This is an optimization exercise on Yosys and OpenROAD, whose aim is small area and a short achievable clock period, not a production implementation.
The RTL was checked by simulation tests, not by an equivalence proof against the original design.
Power and IR drop assume default switching activity.

--- flow/run.sh ---
#!/bin/bash
# synth_recipe.tcl (not shown) runs the flow's synth.tcl, then flattens the netlist and writes it again
# the make line also repeats each setting of config.mk as NAME=value (left out here)
make -C /OpenROAD-flow-scripts/flow DESIGN_CONFIG=/design/flow/config.mk WORK_HOME=/design/flow/orfs CLKGATE_MAP_FILE= SYNTH_SCRIPT=/design/flow/synth_recipe.tcl finish
--- flow/config.mk ---
export PLATFORM = sky130hd
export DESIGN_NAME = lsu_top
export DESIGN_NICKNAME = lsu_top
export VERILOG_FILES = /design/flow/design.v
export SDC_FILE = /design/flow/constraint.sdc
export NUM_CORES = 4
export LEC_CHECK = 0
export ABC_CLOCK_PERIOD_IN_PS = 2500
export CAP_MARGIN = 20
export CORE_MARGIN = 2
export CORE_UTILIZATION = 50
export SETUP_SLACK_MARGIN = 4.5
export SLEW_MARGIN = 20
export SYNTH_MEMORY_MAX_BITS = 16384
--- flow/constraint.sdc ---
create_clock -name core_clock -period 7.5 [get_ports {clk}]
set_input_delay 1.5000 -clock core_clock [delete_from_list [all_inputs] [get_ports {clk}]]
set_output_delay 1.5000 -clock core_clock [all_outputs]
set_load 0.01 [all_outputs]
--- flow/design.v ---
package lsu_pkg;
    localparam int DATA_W = 32;
    localparam logic [6:0] OPC_LOAD  = 7'b0000011;
    localparam logic [6:0] OPC_STORE = 7'b0100011;
    localparam logic [4:0] REG_INSTR  = 5'h00;
    localparam logic [4:0] REG_BASE   = 5'h04;
    localparam logic [4:0] REG_WDATA  = 5'h08;
    localparam logic [4:0] REG_RESULT = 5'h0C;
    localparam logic [4:0] REG_STATUS = 5'h10;
endpackage
`timescale 1ns/1ps
module lsu_decoder (
    input  logic [31:0] instr,
    input  logic [7:0]  base_lo,
    output logic [7:0]  byte_address,
    output logic [1:0]  mem_size,
    output logic        mem_sign,
    output logic        load_ok,
    output logic        store_ok,
    output logic        misaligned,
    output logic        illegal
);
    logic       is_load;
    logic       is_store;
    logic [2:0] funct3;
    logic [7:0] imm_lo;
    logic       legal_load;
    logic       legal_store;
    assign is_load  = (instr[6:0] == lsu_pkg::OPC_LOAD);
    assign is_store = (instr[6:0] == lsu_pkg::OPC_STORE);
    assign funct3   = instr[14:12];
    assign imm_lo       = is_store ? {instr[27:25], instr[11:7]} : instr[27:20];
    assign byte_address = base_lo + imm_lo;
    assign legal_load  = is_load  && !(funct3[1] && funct3[0]) && !(funct3[2] && funct3[1]);
    assign legal_store = is_store && !(funct3[1] && funct3[0]) && !funct3[2];
    assign illegal     = !(legal_load || legal_store);
    assign mem_size = funct3[1:0];
    assign mem_sign = !funct3[2];
    assign misaligned = !illegal && ((funct3[1:0] == 2'b01 && byte_address[0]) ||
                                     (funct3[1:0] == 2'b10 && byte_address[1:0] != 2'b00));
    assign load_ok  = legal_load  && !misaligned;
    assign store_ok = legal_store && !misaligned;
endmodule
`timescale 1ns/1ps
module data_memory (
    input  logic        clk,
    input  logic [7:0]  byte_address,
    input  logic        write_enable,
    input  logic [1:0]  mem_size,
    input  logic [31:0] write_data,
    output logic [31:0] read_word
);
    logic [31:0] ram [64];
    logic [63:0] word_sel;
    logic [3:0]  lane_mask;
    logic [31:0] lane_data;
    logic [1:0]  offset;
    assign offset = byte_address[1:0];
    always_comb begin
        for (int w = 0; w < 64; w++) begin
            word_sel[w] = (byte_address[7:2] == w[5:0]);
        end
    end
    always_comb begin
        case (mem_size)
            2'b00:   lane_mask = 4'b0001 << offset;
            2'b01:   lane_mask = offset[1] ? 4'b1100 : 4'b0011;
            default: lane_mask = 4'b1111;
        endcase
        lane_data[7:0]   = write_data[7:0];
        lane_data[15:8]  = (mem_size == 2'b00) ? write_data[7:0] : write_data[15:8];
        lane_data[23:16] = mem_size[1] ? write_data[23:16] : write_data[7:0];
        lane_data[31:24] = mem_size[1] ? write_data[31:24] :
                           mem_size[0] ? write_data[15:8]  : write_data[7:0];
    end
    always_ff @(posedge clk) begin
        for (int w = 0; w < 64; w++) begin
            for (int l = 0; l < 4; l++) begin
                if (write_enable && word_sel[w] && lane_mask[l]) begin
                    ram[w][8*l +: 8] <= lane_data[8*l +: 8];
                end
            end
        end
    end
    always_comb begin
        read_word = '0;
        for (int w = 0; w < 64; w++) begin
            read_word = read_word | (ram[w] & {32{word_sel[w]}});
        end
    end
endmodule
`timescale 1ns/1ps
module lsu_apb_regs (
    input  logic        clk,
    input  logic        rst,
    input  logic [4:0]  paddr,
    input  logic        psel,
    input  logic        penable,
    input  logic        pwrite,
    input  logic [31:0] pwdata,
    output logic [31:0] prdata,
    output logic        pready,
    output logic        pslverr,
    output logic [7:0]  base_lo,
    output logic [31:0] wdata,
    input  logic [7:0]  byte_address,
    input  logic [1:0]  mem_size,
    input  logic        mem_sign,
    input  logic        load_ok,
    input  logic        store_ok,
    input  logic        misaligned,
    input  logic        illegal,
    output logic [7:0]  mem_address,
    output logic [1:0]  mem_size_q,
    output logic        mem_write,
    input  logic [31:0] read_word
);
    logic        setup;
    logic        access;
    logic        instr_sel;
    logic        map_err;
    logic [31:0] base;
    logic [31:0] result;
    logic [1:0]  status;
    logic        sign_q;
    logic        load_read;
    logic        load_align;
    logic [7:0]  byte_lane;
    logic [15:0] half_lane;
    logic [31:0] aligned;
    assign setup     = psel && !penable;
    assign access    = psel && penable;
    assign instr_sel = pwrite && (paddr == lsu_pkg::REG_INSTR);
    assign base_lo   = base[7:0];
    always_comb begin
        case (paddr)
            lsu_pkg::REG_INSTR:  map_err = !pwrite;
            lsu_pkg::REG_BASE,
            lsu_pkg::REG_WDATA:  map_err = 1'b0;
            lsu_pkg::REG_RESULT,
            lsu_pkg::REG_STATUS: map_err = pwrite;
            default:             map_err = 1'b1;
        endcase
    end
    always_ff @(posedge clk) begin
        pready  <= !(setup && instr_sel);
        pslverr <= instr_sel ? (illegal || misaligned) : map_err;
        if (paddr[4]) begin
            prdata <= {30'b0, status};
        end else begin
            case (paddr[3:2])
                2'b01:   prdata <= base;
                2'b10:   prdata <= wdata;
                default: prdata <= result;
            endcase
        end
    end
    always_ff @(posedge clk) begin
        mem_address <= byte_address;
        mem_size_q  <= mem_size;
        sign_q      <= mem_sign;
        mem_write   <= setup && instr_sel && store_ok;
        load_read   <= setup && instr_sel && load_ok;
        load_align  <= load_read;
    end
    assign byte_lane = result[8*mem_address[1:0] +: 8];
    assign half_lane = mem_address[1] ? result[31:16] : result[15:0];
    always_comb begin
        case (mem_size_q)
            2'b00:   aligned = {{24{sign_q && byte_lane[7]}}, byte_lane};
            2'b01:   aligned = {{16{sign_q && half_lane[15]}}, half_lane};
            default: aligned = result;
        endcase
    end
    always_ff @(posedge clk) begin
        if (rst) begin
            base   <= '0;
            wdata  <= '0;
            result <= '0;
            status <= '0;
        end else begin
            if (access && pwrite && (paddr == lsu_pkg::REG_BASE)) begin
                base <= pwdata;
            end
            if (access && pwrite && (paddr == lsu_pkg::REG_WDATA)) begin
                wdata <= pwdata;
            end
            if (setup && instr_sel) begin
                status <= {illegal, misaligned};
            end
            if (load_read) begin
                result <= read_word;
            end else if (load_align) begin
                result <= aligned;
            end
        end
    end
endmodule
`timescale 1ns/1ps
module lsu_top #(
    parameter int ADDR_W = 8
) (
    input  logic        clk,
    input  logic        rst,
    input  logic [4:0]  paddr,
    input  logic        psel,
    input  logic        penable,
    input  logic        pwrite,
    input  logic [31:0] pwdata,
    output logic [31:0] prdata,
    output logic        pready,
    output logic        pslverr
);
    logic [7:0]  base_lo;
    logic [31:0] wdata;
    logic [7:0]  byte_address;
    logic [1:0]  mem_size;
    logic        mem_sign;
    logic        load_ok;
    logic        store_ok;
    logic        misaligned;
    logic        illegal;
    logic [7:0]  mem_address;
    logic [1:0]  mem_size_q;
    logic        mem_write;
    logic [31:0] read_word;
    lsu_apb_regs i_regs (
        .clk          (clk),
        .rst          (rst),
        .paddr        (paddr),
        .psel         (psel),
        .penable      (penable),
        .pwrite       (pwrite),
        .pwdata       (pwdata),
        .prdata       (prdata),
        .pready       (pready),
        .pslverr      (pslverr),
        .base_lo      (base_lo),
        .wdata        (wdata),
        .byte_address (byte_address),
        .mem_size     (mem_size),
        .mem_sign     (mem_sign),
        .load_ok      (load_ok),
        .store_ok     (store_ok),
        .misaligned   (misaligned),
        .illegal      (illegal),
        .mem_address  (mem_address),
        .mem_size_q   (mem_size_q),
        .mem_write    (mem_write),
        .read_word    (read_word)
    );
    lsu_decoder i_decoder (
        .instr        (pwdata),
        .base_lo      (base_lo),
        .byte_address (byte_address),
        .mem_size     (mem_size),
        .mem_sign     (mem_sign),
        .load_ok      (load_ok),
        .store_ok     (store_ok),
        .misaligned   (misaligned),
        .illegal      (illegal)
    );
    data_memory i_memory (
        .clk          (clk),
        .byte_address (mem_address),
        .write_enable (mem_write),
        .mem_size     (mem_size_q),
        .write_data   (wdata),
        .read_word    (read_word)
    );
endmodule
==> results of run 1 <==
## registers in the layout, indices dropped and copies added (netlist names)
name	flops
i_regs.base	32
i_regs.pready	1
i_regs.wdata	32
i_regs.result	32
i_memory.ram	2048
i_regs.pslverr	1
i_regs.prdata	32
i_regs.mem_size_q	2
i_regs.status	2
i_regs.mem_write	1
i_regs.sign_q	1
i_regs.mem_address	8
i_regs.load_read	1
i_regs.load_align	1
## path summary, 6_finish.rpt
kind                                                     from                              to  slack [ns]  cells after the start
worst min register to register    i_regs.base[9]$_SDFFE_PP0P_     i_regs.base[9]$_SDFFE_PP0P_        0.46                      2
worst max-delay path            i_regs.mem_address[2]$_DFF_P_  i_regs.result[15]$_SDFFE_PP0P_        4.33                      8
worst max register to register  i_regs.mem_address[2]$_DFF_P_  i_regs.result[15]$_SDFFE_PP0P_        4.33                      8
worst min-delay path              i_regs.base[9]$_SDFFE_PP0P_     i_regs.base[9]$_SDFFE_PP0P_        0.46                      2
## area by class of cell
| cell class | count | area, um2 |
|---|---|---|
| inverters | 13 | 48.8 |
| diodes | 16 | 40.0 |
| multi-input cells | 2336 | 17300 |
| flip-flops and latches | 2194 | 64500 |
| clock inverters | 128 | 1260 |
| repair buffers | 493 | 4490 |
| clock buffers | 268 | 5590 |
| well taps | 2160 | 2700 |
| fillers | 11936 | 64800 |
## repair_timing
item	CTS	global route
endpoints found under the setup margin	1162	490
hold endpoints to repair	0	0
gates resized for setup	279	124
cloned	1	2
setup buffers	111	22
pin swaps	73	34
## layer usage
layer | GRT usage, % | part of all wire (%) | vias to the layer above
li1 | - | - | 20687
met1 | 53.7 | 33 | 27877
met2 | 58.8 | 42 | 5810
met3 | 16.5 | 17 | 1261
met4 | 26.7 | 7.9 | 24
met5 | 0.357 | 0.063 | -
## cell usage in the layout, fill, tap and decap left out, types with 57 or more instances in the layout
cell	n
dfxtp_1	130
a21oi_1	96
nand3_1	64
nor2_1	178
clkbuf_16	215
buf_4	340
edfxtp_1	2048
a22o_1	226
nor2_2	57
nor2_4	141
nand2_1	269
a22oi_1	547
nand4_1	134
a221oi_1	213
## cells by family (layout without fill, tap and decap cells)
logic type / count (synthesis) / in the layout
AO/OA/AOI/OAI: 1242 / 1242
XOR/XNOR: 7 / 7
adder cells (fa/ha/maj): 12 / 12
buffers and inverters: 322 / 902
flip-flops: 2194 / 2194
multiplexers: 41 / 41
other: 0 / 16
AND/OR/NAND/NOR: 1034 / 1034
## through the flow
stage / hold WS (ns) / utilization (%)
2_1_floorplan: 0.384 / -
3_3_place_gp: 0.441 / 53.6
3_5_place_dp: 0.446 / 53.6
4_1_cts: 0.454 / 59.1
5_1_grt: 0.470 / 59.6
6_report: 0.455 / 59.7
## worst max-delay path, delay by kind of cell (launching register included)
family | cells | cell delay [ns]
and+or+nand+nor | 5 | 1.72
AOI/OAI and AO/OA | 1 | 0.51
buffers and inverters | 2 | 0.38
DFF | 1 | 0.37
## power breakdown
| group | switching (mW) | internal [mW] | total (mW) |
|---|---|---|---|
| combinational | 0.500 | 0.250 | 0.749 |
| sequential | 0.0135 | 13.2 | 13.2 |
| clock | 4.71 | 5.94 | 10.7 |
| total | 5.23 | 19.4 | 24.6 |
==> impl_metrics.json, run 1 <==
{
  "outcome": "no timing/DRC/antenna violations",
  "power_density_mw_per_mm2": 257,
  "routed_wl_mm": 347,
  "finalClockSkew_ns": 0.0357,
  "final_nets": 5303,
  "fp.dieArea_mm2": 0.165,
  "drc": 0,
  "rsz0062_at_grt": "yes",
  "synth_enable_flop_cells": 2048,
  "ctsLongestPathBuffers": 3,
  "ys_seq_elements": 2194,
  "post_drt_wl_per_cell_um": 45.7,
  "netlist_area_mm2": 0.0810,
  "crit_type": "flip-flop to flip-flop",
  "synth-main-ff-cell": "edfxtp_1",
  "synth_top_family_by_area": "compound AO/OA/AOI/OAI gates",
  "gp_congestion": 1.04,
  "slowest_stage": "nor4_4",
  "crit_required_ns": 8.22,
  "dpl_cell_area_mm2": 0.0862,
  "yosys-top-cells-area": "edfxtp_1 76%, a22oi_1 5.2%, dfxtp_1 3.6%, a22o_1 2.4%, a221oi_1 2.4%",
  "ant_nets": 0,
  "period_needed_ns": 3.17,
  "cap_violations": 0,
  "fin_cells": 7608,
  "syn_area_per_cell_um2": 16.7,
  "synth_top_cell_by_area": "edfxtp_1",
  "ys_seq_area_share_pct": 79.5,
  "grt_pass1_vias": 50034,
  "path_cells": "buf_2 > nor2b_2 > buf_6 > a41oi_2 > and3_1 > nand4_1 > nor4_4 > nor4_2",
  "drt_pass1_iterations": 9,
  "drv_slew": 0,
  "yosys.area_share.simple_pct": 6.01,
  "hold_buffers": 0,
  "fin_ws_ns": 4.33,
  "synth_cell_type_count": 67,
  "synthCells": 4852,
  "yosysTopAreaCellShare_pct": 75.9,
  "die_h_um": 406,
  "end_kind": "flip-flop",
  "clock-root-buffer": "clkbuf_16",
  "grt_start_max_net_pins": 70,
  "synth_compound_area_share_pct": 11.9,
  "hold_path.class": "flip-flop to flip-flop",
  "cts-buffers-inserted": 211,
  "grt_pass1_wl_mm": 453,
  "place_ws_ns": 2.91,
  "cts_tree": "done",
  "post-route-cell-area_mm2": 0.0959,
  "core_area_mm2": 0.161,
  "num_rows": 147,
  "antenna_found_initial": 25,
  "clock.fmax_ghz": 0.316,
  "viasPerCell": 7.32,
  "start_util_pct": 50.4,
  "cts.sinks": 2194,
  "synth_mux_area_share_pct": 0.565,
  "synthAdderAreaFrac_pct": 0.195,
  "synth-warning-count": 3,
  "vias": 55659,
  "synth_fp_nets": 4906,
  "synthArstFlopShare_pct": 0,
  "synth_common_cells": "2,048 x edfxtp_1, 561 x a22oi_1, 375 x nor2_1, 275 x nand2_1, 226 x a22o_1",
  "synthXorXnorAreaFrac_pct": 0.0757,
  "crit_fanout": 33,
  "clkLatencyLatePin_ns": 0.89,
  "worst_pin_slew_ns": 1.33,
  "cp_slowest_stage_delay_ns": 0.82,
  "peakVddDrop_mv": 0.184,
  "syn_to_final_growth_pct": 18.4,
  "drive_above_1_share_pct": 20.2,
  "gr-total-overflow": 0,
  "place_inst": 7060,
  "p_leak_nw": 26.0,
  "arrival_ns": 3.88,
  "total_power_mw": 24.6,
  "fin_crit_sh_pct": 42.2,
  "io_pins": 76,
  "cts_htree_levels": 4,
  "slew_headroom_pct": 11.4,
  "gr-usage-all-layers_pct": 41.7,
  "drt_iter0_drc": 12204,
  "synth_most_common_cell": "edfxtp_1",
  "hold_violations": 0,
  "die_w_um": 406,
  "final.setup.tns_ns": 0,
  "setup_violations": 0,
  "dpl.hpwl_mm": 209,
  "worstSetupStartpointType": "flip-flop",
  "io_buffers": 75,
  "cts.clk_slew.worst_paths_ns": 0.06
}
==> run 2, diff against run 1 <==
--- a/flow/config.mk
+++ b/flow/config.mk
@@ -7,7 +7,5 @@
 export LEC_CHECK = 0
-export ABC_CLOCK_PERIOD_IN_PS = 2500
 export CAP_MARGIN = 20
 export CORE_MARGIN = 2
-export CORE_UTILIZATION = 50
-export SETUP_SLACK_MARGIN = 4.5
+export CORE_UTILIZATION = 40
 export SLEW_MARGIN = 20
==> run 2 against run 1 <==
  * Worst setup slack got worse by 1.9 ns
  * Sequential power about the same
  * Critical path type unchanged
  * Clock power decreased by 5%
  * Synthesized cell count is the same
==> impl_metrics.json, run 2 <==
{
  "cts_htree_levels": 4,
  "crit_required_ns": 8.22,
  "cts_setup_buffers": 0,
  "cap_violations": 0,
  "ys_seq_elements": 2194,
  "grt_pass1_wl_mm": 442,
  "worst_pin_slew_ns": 1.29,
  "fillCellCount": 17099,
  "power_density_mw_per_mm2": 258,
  "die_h_um": 454,
  "worstSetupStartpointType": "flip-flop",
  "cts_tree": "done",
  "cts.sinks": 2194,
  "drive_above_1_share_pct": 15.4,
  "clock.fmax_ghz": 0.199,
  "post_drt_wl_per_cell_um": 42.4,
  "final.setup.tns_ns": 0,
  "ctsResizeCount": 0,
  "layout_commonest_cell": "edfxtp_1",
  "synth_enable_flop_cells": 2048,
  "hold_violations": 0,
  "yosys-top-cells-area": "edfxtp_1 76%, a22oi_1 5.2%, dfxtp_1 3.6%, a22o_1 2.4%, a221oi_1 2.4%",
  "dpl.hpwl_mm": 204,
  "hold_path.class": "flip-flop to flip-flop",
  "drc": 0,
  "drt_iter0_drc": 11060,
  "routed_wl_mm": 338,
  "io_pins": 76,
  "outcome": "no timing/DRC/antenna violations",
  "num_rows": 165,
  "r2r_cells": 8,
  "synth_cell_type_count": 67,
  "final_cell_mix": "2,048 x edfxtp_1, 561 x a22oi_1, 284 x buf_4, 275 x nand2_1, 226 x a22o_1",
  "slew_headroom_pct": 14.2,
  "finalClockSkew_ns": 0.0395,
  "hold_buffers": 0,
  "peakVddDrop_mv": 0.257,
  "yosysTopAreaCellShare_pct": 75.9,
  "end_kind": "flip-flop",
  "synth_fp_nets": 4906,
  "arrival_ns": 5.74,
  "largest_reg_flops": 2048,
  "rsz0062_at_grt": "no",
  "fin_cells": 7975,
  "netlist_area_mm2": 0.0810,
  "final_nets": 5169,
  "start_util_pct": 40.2,
  "grt_pass1_vias": 49363,
  "clkLatencyLatePin_ns": 0.90,
  "synthArstFlopShare_pct": 0,
  "io_buffers": 75,
  "antenna_found_initial": 15,
  "synthCells": 4852,
  "synth_common_cells": "2,048 x edfxtp_1, 561 x a22oi_1, 375 x nor2_1, 275 x nand2_1, 226 x a22o_1",
  "drt_pass1_iterations": 6,
  "core_area_mm2": 0.202,
  "grt_start_max_net_pins": 70,
  "place_inst": 7575,
  "ctsLongestPathBuffers": 3,
  "regArea_mm2": 0.0644,
  "die_w_um": 454,
  "holdWs_ns": 0.456,
  "synth-main-ff-cell": "edfxtp_1",
  "syn_to_final_growth_pct": 15.3,
  "gp_congestion": 1.00,
  "fin_crit_sh_pct": 66.9,
  "crit_start": "i_regs.mem_address[3]$_DFF_P_",
  "hold_start": "i_regs.base[13]$_SDFFE_PP0P_",
  "cts-buffers-inserted": 210,
  "clock-root-buffer": "clkbuf_16",
  "vias": 54211,
  "ant_nets": 0,
  "crit_fanout": 24,
  "setup_violations": 0,
  "period_needed_ns": 5.02,
  "syn_area_per_cell_um2": 16.7,
  "ys_seq_area_share_pct": 79.5,
  "multi_input_area_mm2": 0.0162,
  "synth_top_cell_by_area": "edfxtp_1",
  "whs_path_depth": 2,
  "r2r_start": "i_regs.mem_address[3]$_DFF_P_",
  "gr-usage-all-layers_pct": 32.1,
  "synth_most_common_cell": "edfxtp_1",
  "gr-total-overflow": 0,
  "crit_type": "flip-flop to flip-flop",
  "viasPerCell": 6.80,
  "fp.dieArea_mm2": 0.206,
  "p_leak_nw": 24.7,
  "top_register": "i_memory.ram",
  "drv_slew": 0,
  "cts.clk_slew.worst_paths_ns": 0.06,
  "synth-warning-count": 3
}
## run 2: stage by stage
step                util [%]  total power, mW  setup WS (ns)  instance area (um2)
floorplan                  -             13.8           2.95                81000
global placement        43.0             14.1           2.31                86700
detailed placement      43.1             14.1           2.31                86900
CTS                     46.3             24.0           2.73                93400
global route            46.3             24.5           2.67                93400
finish                  46.3             24.1           2.48                93400
## run 2: cell families (layout without fill, tap and decap cells)
logic type	after synthesis	in the layout	synth area share [%]
mux	41	41	0.565
fa+ha+maj	12	12	0.195
buf+inv	322	765	1.73
compound gates	1242	1242	11.9
simple gates	1034	1034	6.01
xor+xnor	7	7	0.0757
other cells	0	8	0
flops	2194	2194	79.5
## run 2: final cells by class
| class | instances | area share (%) |
|---|---|---|
| clock inverters | 108 | 0.856 |
| repair buffers | 360 | 3.10 |
| clock buffers | 284 | 6.11 |
| diodes | 8 | 0.0214 |
| well taps | 2672 | 3.58 |
| flip-flops and latches | 2194 | 69.0 |
| multi-input cells | 2336 | 17.3 |
| inverters | 13 | 0.0522 |
## run 2: path summary, 6_finish.rpt
kind	slack, ns	to
setup / recovery	2.48	i_regs.result[28]$_SDFFE_PP0P_
hold / removal	0.46	i_regs.base[13]$_SDFFE_PP0P_
setup reg to reg	2.48	i_regs.result[28]$_SDFFE_PP0P_
hold reg to reg	0.46	i_regs.base[13]$_SDFFE_PP0P_
## run 2: worst max-delay path, cell delays in order, from the launching register on
cell and delay [ns]:
dfxtp_1 0.67, nand2b_2 0.90, nor2_4 0.23, buf_4 0.43, a221oi_2 0.41, nand3_1 0.17
or4_1 0.71, o41ai_1 1.08, a21oi_1 0.18
## run 2: routing by layer
metal	vias up	global-route usage, %	part of all wire [%]
met5	-	0.630	0.072
met4	10	18.5	6.8
met3	1060	10.9	16
met2	5418	46.4	42
met1	27346	42.1	35
li1	20377	-	-
## run 2: power breakdown
part           internal [mW]  leakage [nW]  switching [mW]
clock network           5.52          3.17            4.71
registers               13.2          15.4          0.0176
logic                  0.205          6.13           0.469

-- re-timing with driven ports --
No port has a modelled driver above. Below, the same layouts with a new extraction and two added sets of constraints.
Step 1 sets driving cells, clkbuf_16 on the clock port and buf_2 on the other inputs (assumed; they add their load-dependent delay and slew).
Step 2, shift: input delay + t, output delay - t, t = (earliest + latest rising clock arrival at the registers) / 2. This alone moves slack from input paths to output paths.
Three values: ideal ports, drivers, drivers and shift; two values: the first two.
run | t, ns | slack for setup (ns) | worst hold slack (ns) | worst setup path at the end | cell pins on the clock port's net
run 1 | 0.956 | 4.334 / 4.334 / 3.520 | 0.455 / 0.455 / 0.455 | input to register | 1
run 2 | 0.969 | 2.482 / 2.482 / 2.447 | 0.456 / 0.456 / 0.456 | input to register | 1
After both steps setup and hold are still met in every run listed. The setup slack of run 1, which loses most, moves by 0.000 ns with the drivers and by -0.814 ns with both steps.
